Context: an optimization exercise on an open-source flow, tuned for a short achievable clock period and few clock cycles. The choices shown serve that exercise and are no tape-out recipe.
In this exercise RTL edits were held to simulation tests only and were not proved equivalent to the original.
No driver is modelled on the clock port, so clock power and skew are understated where the tree is cut down; a real chip needs a root buffer or a tree.
Power is estimated from default activity; no workload was simulated.

Setup of run 2:
==> flow/design.v <==
module zigzag_buffer #(
    parameter int DW = 12
) (
    input  logic              clk,
    input  logic              rst,
    input  logic [DW-1:0]     dcti,
    input  logic              idv,
    input  logic              ordy,
    output logic [DW-1:0]     zzo,
    output logic              odv,
    output logic              osob,
    output logic              ovf
);
    function automatic logic [5:0] zz_addr(input logic [5:0] k);
        case (k)
            6'd0: zz_addr = 6'd0; 6'd1: zz_addr = 6'd1; 6'd2: zz_addr = 6'd8; 6'd3: zz_addr = 6'd16;
            6'd4: zz_addr = 6'd9; 6'd5: zz_addr = 6'd2; 6'd6: zz_addr = 6'd3; 6'd7: zz_addr = 6'd10;
            6'd8: zz_addr = 6'd17; 6'd9: zz_addr = 6'd24; 6'd10: zz_addr = 6'd32; 6'd11: zz_addr = 6'd25;
            6'd12: zz_addr = 6'd18; 6'd13: zz_addr = 6'd11; 6'd14: zz_addr = 6'd4; 6'd15: zz_addr = 6'd5;
            6'd16: zz_addr = 6'd12; 6'd17: zz_addr = 6'd19; 6'd18: zz_addr = 6'd26; 6'd19: zz_addr = 6'd33;
            6'd20: zz_addr = 6'd40; 6'd21: zz_addr = 6'd48; 6'd22: zz_addr = 6'd41; 6'd23: zz_addr = 6'd34;
            6'd24: zz_addr = 6'd27; 6'd25: zz_addr = 6'd20; 6'd26: zz_addr = 6'd13; 6'd27: zz_addr = 6'd6;
            6'd28: zz_addr = 6'd7; 6'd29: zz_addr = 6'd14; 6'd30: zz_addr = 6'd21; 6'd31: zz_addr = 6'd28;
            6'd32: zz_addr = 6'd35; 6'd33: zz_addr = 6'd42; 6'd34: zz_addr = 6'd49; 6'd35: zz_addr = 6'd56;
            6'd36: zz_addr = 6'd57; 6'd37: zz_addr = 6'd50; 6'd38: zz_addr = 6'd43; 6'd39: zz_addr = 6'd36;
            6'd40: zz_addr = 6'd29; 6'd41: zz_addr = 6'd22; 6'd42: zz_addr = 6'd15; 6'd43: zz_addr = 6'd23;
            6'd44: zz_addr = 6'd30; 6'd45: zz_addr = 6'd37; 6'd46: zz_addr = 6'd44; 6'd47: zz_addr = 6'd51;
            6'd48: zz_addr = 6'd58; 6'd49: zz_addr = 6'd59; 6'd50: zz_addr = 6'd52; 6'd51: zz_addr = 6'd45;
            6'd52: zz_addr = 6'd38; 6'd53: zz_addr = 6'd31; 6'd54: zz_addr = 6'd39; 6'd55: zz_addr = 6'd46;
            6'd56: zz_addr = 6'd53; 6'd57: zz_addr = 6'd60; 6'd58: zz_addr = 6'd61; 6'd59: zz_addr = 6'd54;
            6'd60: zz_addr = 6'd47; 6'd61: zz_addr = 6'd55; 6'd62: zz_addr = 6'd62; 6'd63: zz_addr = 6'd63;
            default: zz_addr = 6'd0;
        endcase
    endfunction
    function automatic logic [5:0] zz_pos(input logic [5:0] r);
        case (r)
            6'd0: zz_pos = 6'd0; 6'd1: zz_pos = 6'd1; 6'd2: zz_pos = 6'd5; 6'd3: zz_pos = 6'd6;
            6'd4: zz_pos = 6'd14; 6'd5: zz_pos = 6'd15; 6'd6: zz_pos = 6'd27; 6'd7: zz_pos = 6'd28;
            6'd8: zz_pos = 6'd2; 6'd9: zz_pos = 6'd4; 6'd10: zz_pos = 6'd7; 6'd11: zz_pos = 6'd13;
            6'd12: zz_pos = 6'd16; 6'd13: zz_pos = 6'd26; 6'd14: zz_pos = 6'd29; 6'd15: zz_pos = 6'd42;
            6'd16: zz_pos = 6'd3; 6'd17: zz_pos = 6'd8; 6'd18: zz_pos = 6'd12; 6'd19: zz_pos = 6'd17;
            6'd20: zz_pos = 6'd25; 6'd21: zz_pos = 6'd30; 6'd22: zz_pos = 6'd41; 6'd23: zz_pos = 6'd43;
            6'd24: zz_pos = 6'd9; 6'd25: zz_pos = 6'd11; 6'd26: zz_pos = 6'd18; 6'd27: zz_pos = 6'd24;
            6'd28: zz_pos = 6'd31; 6'd29: zz_pos = 6'd40; 6'd30: zz_pos = 6'd44; 6'd31: zz_pos = 6'd53;
            6'd32: zz_pos = 6'd10; 6'd33: zz_pos = 6'd19; 6'd34: zz_pos = 6'd23; 6'd35: zz_pos = 6'd32;
            6'd36: zz_pos = 6'd39; 6'd37: zz_pos = 6'd45; 6'd38: zz_pos = 6'd52; 6'd39: zz_pos = 6'd54;
            6'd40: zz_pos = 6'd20; 6'd41: zz_pos = 6'd22; 6'd42: zz_pos = 6'd33; 6'd43: zz_pos = 6'd38;
            6'd44: zz_pos = 6'd46; 6'd45: zz_pos = 6'd51; 6'd46: zz_pos = 6'd55; 6'd47: zz_pos = 6'd60;
            6'd48: zz_pos = 6'd21; 6'd49: zz_pos = 6'd34; 6'd50: zz_pos = 6'd37; 6'd51: zz_pos = 6'd47;
            6'd52: zz_pos = 6'd50; 6'd53: zz_pos = 6'd56; 6'd54: zz_pos = 6'd59; 6'd55: zz_pos = 6'd61;
            6'd56: zz_pos = 6'd35; 6'd57: zz_pos = 6'd36; 6'd58: zz_pos = 6'd48; 6'd59: zz_pos = 6'd49;
            6'd60: zz_pos = 6'd57; 6'd61: zz_pos = 6'd58; 6'd62: zz_pos = 6'd62; 6'd63: zz_pos = 6'd63;
            default: zz_pos = 6'd0;
        endcase
    endfunction
    logic [127:0][DW-1:0] r_mem;
    logic [1:0]    r_wblk;
    logic [5:0]    r_wcnt;
    logic [7:0]    r_wel2;      
    logic [5:0]    r_wc3;       
    logic [7:0]    r_base;      
    logic          r_acc1;
    logic [129:0]  r_wr_a;
    logic [129:0]  r_wr_n;
    logic [129:0]  w_wr;
    logic          r_pend;      
    logic          r_ovf;
    logic [1:0]    r_relblk;
    logic [1:0]    r_rblk;
    logic [1:0]    r_rblk1;     
    logic [5:0]    r_k;
    logic [5:0]    r_za0;       
    logic [5:0]    r_za1;       
    logic          r_av;        
    logic [DW-1:0] r_zzo;
    logic          r_odv;
    logic          r_osob;
    logic          r_olast;
    logic          w_room;
    logic          w_acc;
    logic          w_out_adv;
    logic          w_ld_ok;
    logic          w_load;
    logic [1:0]    w_rblk2;
    logic          w_m0;
    logic          w_m1;
    logic          w_l0;
    logic [7:0]    w_d1;
    logic [7:0]    w_d0;
    logic [5:0]    w_wcnt1;
    logic [1:0]    w_wblk1;
    logic [5:0]    w_wcnt3;
    logic [1:0]    w_wblk3;
    logic [128:0][DW-1:0] w_x;
    assign w_room    = ((r_wblk - r_relblk) != 2'd2) | (r_odv & r_olast & ordy);
    assign w_acc     = idv & w_room;
    assign w_rblk2   = r_rblk1 + {1'b0, (r_k == 6'd62)};
    assign w_m0      = ({r_rblk, r_za0} == {r_wblk, r_wcnt});
    assign w_m1      = ({r_rblk1, r_za1} == {r_wblk, r_wcnt});
    assign w_l0      = (r_rblk1 == r_wblk) ? (r_za1 < r_wcnt) : (r_rblk1 != r_wblk + 2'd1);
    assign w_out_adv = ~r_odv | ordy;
    assign w_ld_ok   = r_av | (w_acc & w_m0);
    assign w_load    = w_out_adv & w_ld_ok;
    assign w_wcnt1   = r_wcnt + 6'd1;
    assign w_wblk1   = r_wblk + {1'b0, (r_wcnt == 6'd63)};
    assign w_wcnt3   = r_wc3;
    assign w_wblk3   = r_wblk + {1'b0, (r_wc3 < 6'd3)};
    assign w_d1 = r_wel2 + ~{r_rblk, r_k};
    assign w_d0 = r_wel2 - {r_rblk, r_k};
    assign w_wr = r_acc1 ? r_wr_a : r_wr_n;
    always_comb begin
        for (int i = 0; i < 128; i++) begin
            w_x[i] = w_wr[i] ? dcti : r_mem[i];
        end
        w_x[128] = dcti;
    end
    always_ff @(posedge clk) begin
        for (int i = 0; i < 128; i++) begin
            r_mem[i] <= r_pend ? w_x[i + 1] : w_x[i];
        end
        if (w_out_adv) begin
            r_zzo <= w_m0 ? dcti : (r_pend ? r_mem[1] : r_mem[0]);
        end
    end
    always_ff @(posedge clk or negedge rst) begin
        if (!rst) begin
            r_wblk   <= 2'd0;
            r_wcnt   <= 6'd0;
            r_wel2   <= {2'd0, zz_pos(6'd2)};
            r_wc3    <= 6'd3;
            r_base   <= {2'd0, zz_pos(6'd1)};
            r_acc1   <= 1'b0;
            r_wr_a   <= 130'd0;
            r_wr_n   <= 130'd1;
            r_pend   <= 1'b0;
            r_ovf    <= 1'b0;
            r_relblk <= 2'd0;
            r_rblk   <= 2'd0;
            r_rblk1  <= 2'd0;
            r_k      <= 6'd0;
            r_za0    <= 6'd0;
            r_za1    <= 6'd1;
            r_av     <= 1'b0;
            r_odv    <= 1'b0;
            r_osob   <= 1'b0;
            r_olast  <= 1'b0;
        end else begin
            if (w_acc) begin
                r_wcnt <= w_wcnt1;
                r_wblk <= w_wblk1;
                r_wel2 <= {w_wblk3, zz_pos(w_wcnt3)};
                r_wc3  <= r_wc3 + 6'd1;
            end else if (idv) begin
                r_ovf <= 1'b1;
            end
            if (r_odv & ordy & r_olast) begin
                r_relblk <= r_relblk + 2'd1;
            end
            r_acc1 <= w_acc;
            for (int i = 0; i < 130; i++) begin
                r_wr_a[i] <= (r_base == 8'(i));
                if (r_pend) begin
                    r_wr_n[i] <= (i < 129) ? w_wr[(i + 1) % 130] : 1'b0;
                end else begin
                    r_wr_n[i] <= w_wr[i];
                end
            end
            r_pend <= w_load;
            if (w_acc) begin
                r_base <= w_load ? w_d1 : w_d0;
            end else if (w_load) begin
                r_base <= r_base - 8'd1;
            end
            if (w_load) begin
                r_k     <= r_k + 6'd1;
                r_rblk  <= r_rblk1;
                r_rblk1 <= w_rblk2;
                r_za0   <= r_za1;
                r_za1   <= zz_addr(r_k + 6'd2);
                r_av    <= w_l0 | (w_acc & w_m1);
            end else begin
                r_av    <= r_av | (w_acc & w_m0);
            end
            if (w_out_adv) begin
                r_odv   <= w_ld_ok;
                r_osob  <= w_ld_ok & (r_k == 6'd0);
                r_olast <= w_ld_ok & (r_k == 6'd63);
            end
        end
    end
    assign zzo  = r_zzo;
    assign odv  = r_odv;
    assign osob = r_osob;
    assign ovf  = r_ovf;
endmodule
export LEC_CHECK = 0
export ABC_CLOCK_PERIOD_IN_PS = 2000
export CAP_MARGIN = 20
export CORE_MARGIN = 2
export CORE_UTILIZATION = 55
export SLEW_MARGIN = 20
export TNS_END_PERCENT = 100
create_clock -name core_clock -period 6.0 [get_ports {clk}]
standard.sh (not shown) runs the stock make flow with config.mk's settings and CLKGATE_MAP_FILE= SYNTH_SCRIPT=/design/flow/synth_recipe.tcl, a recipe that flattens the netlist after the stock synthesis.
==> flow/flow/run.sh <==
#!/bin/bash
# Standard ORFS layout, except that the clock tree is built by clock_tree.tcl
# (a balanced two-level tree: four root buffers on the clock port, each feeding
# leaf buffers that drive equal-sized groups of nearby flip-flops) instead of
# TritonCTS. Timing repair after CTS and global routing aims at a tighter
# period than the design's clock via SETUP_SLACK_MARGIN.
set -euo pipefail
here="$(pwd)"
# synthesis, floorplan and placement exactly as the standard flow
bash standard.sh synth > "$here/log_synth.log" 2>&1
bash standard.sh place > "$here/log_place.log" 2>&1
export SETUP_SLACK_MARGIN="${MARGIN:-3.9}"
export PRE_CTS_TCL="$here/flow/clock_tree.tcl"
bash standard.sh cts > "$here/log_cts.log" 2>&1
bash standard.sh finish > "$here/log_finish.log" 2>&1
Other scripts of this flow, unchanged in this note and not shown: flow/flow/clock_tree.tcl
Testbench counts of run 2, summed over its fixed seeds: cycles 22,808.
The following lists how run 3 was set up differently from run 2:
# run 2
export LEC_CHECK = 0
export ABC_CLOCK_PERIOD_IN_PS = 2000
export CAP_MARGIN = 20
export CORE_MARGIN = 2
export CORE_UTILIZATION = 55
export SLEW_MARGIN = 20
export TNS_END_PERCENT = 100
create_clock -name core_clock -period 6.0 [get_ports {clk}]
# run 3
export LEC_CHECK = 0
export ABC_CLOCK_PERIOD_IN_PS = 2000
export CAP_MARGIN = 20
export CORE_MARGIN = 2
export CORE_UTILIZATION = 40
export SLEW_MARGIN = 20
export TNS_END_PERCENT = 100
create_clock -name core_clock -period 6.0 [get_ports {clk}]
## What came out
- Run 3 vs run 2, post-route total power went up by 9.7%.
- Global-route wire length before repair, run 3 and run 2: lower on run 2
- Cmp run 3 and run 2 / design area / lower: run 2
- Half-perimeter wire length after placement, run 3 vs run 2: down slightly
- Run 2 → run 3: maximum vdd ir drop picked up an extra 0.72%; total track usage has decreased; number of rows created at floorplan went up.
In every run of this note, the design's own scripts or RTL, not TritonCTS, make the clock network.

[static timing again, ports no longer ideal]
The results above use ideal ports. As a check the final layouts listed here were re-extracted and re-timed, cells and wires unchanged.
Step 1: set_driving_cell puts a clkbuf_16 on clk and a buf_2 on each other input, an assumption about the parent block.
Step 2 times the ports against the registers' clock, not the clock port: input delays grow and output delays shrink by t, the midpoint of the rising clock arrivals with the driver on.
Three values: ideal ports, drivers, drivers and shift; two values: the first two.
| run | t, ns | setup slack, ns | hold slack, ns | worst slew at a driven data input, ns | cell pins on the clock port's net |
|---|---|---|---|---|---|
| run 2 | 0.730 | 2.687 / 2.817 / 2.095 | 0.486 / 0.438 / 0.486 | 0.07 | 4 |
| run 3 | 0.741 | 2.656 / 2.758 / 2.062 | 0.497 / 0.452 / 0.497 | 0.37 | 4 |
After both steps setup and hold are still met in every run listed. For run 3, which loses most, drivers alone change the setup slack by +0.102 ns; drivers and shift together by -0.594 ns.
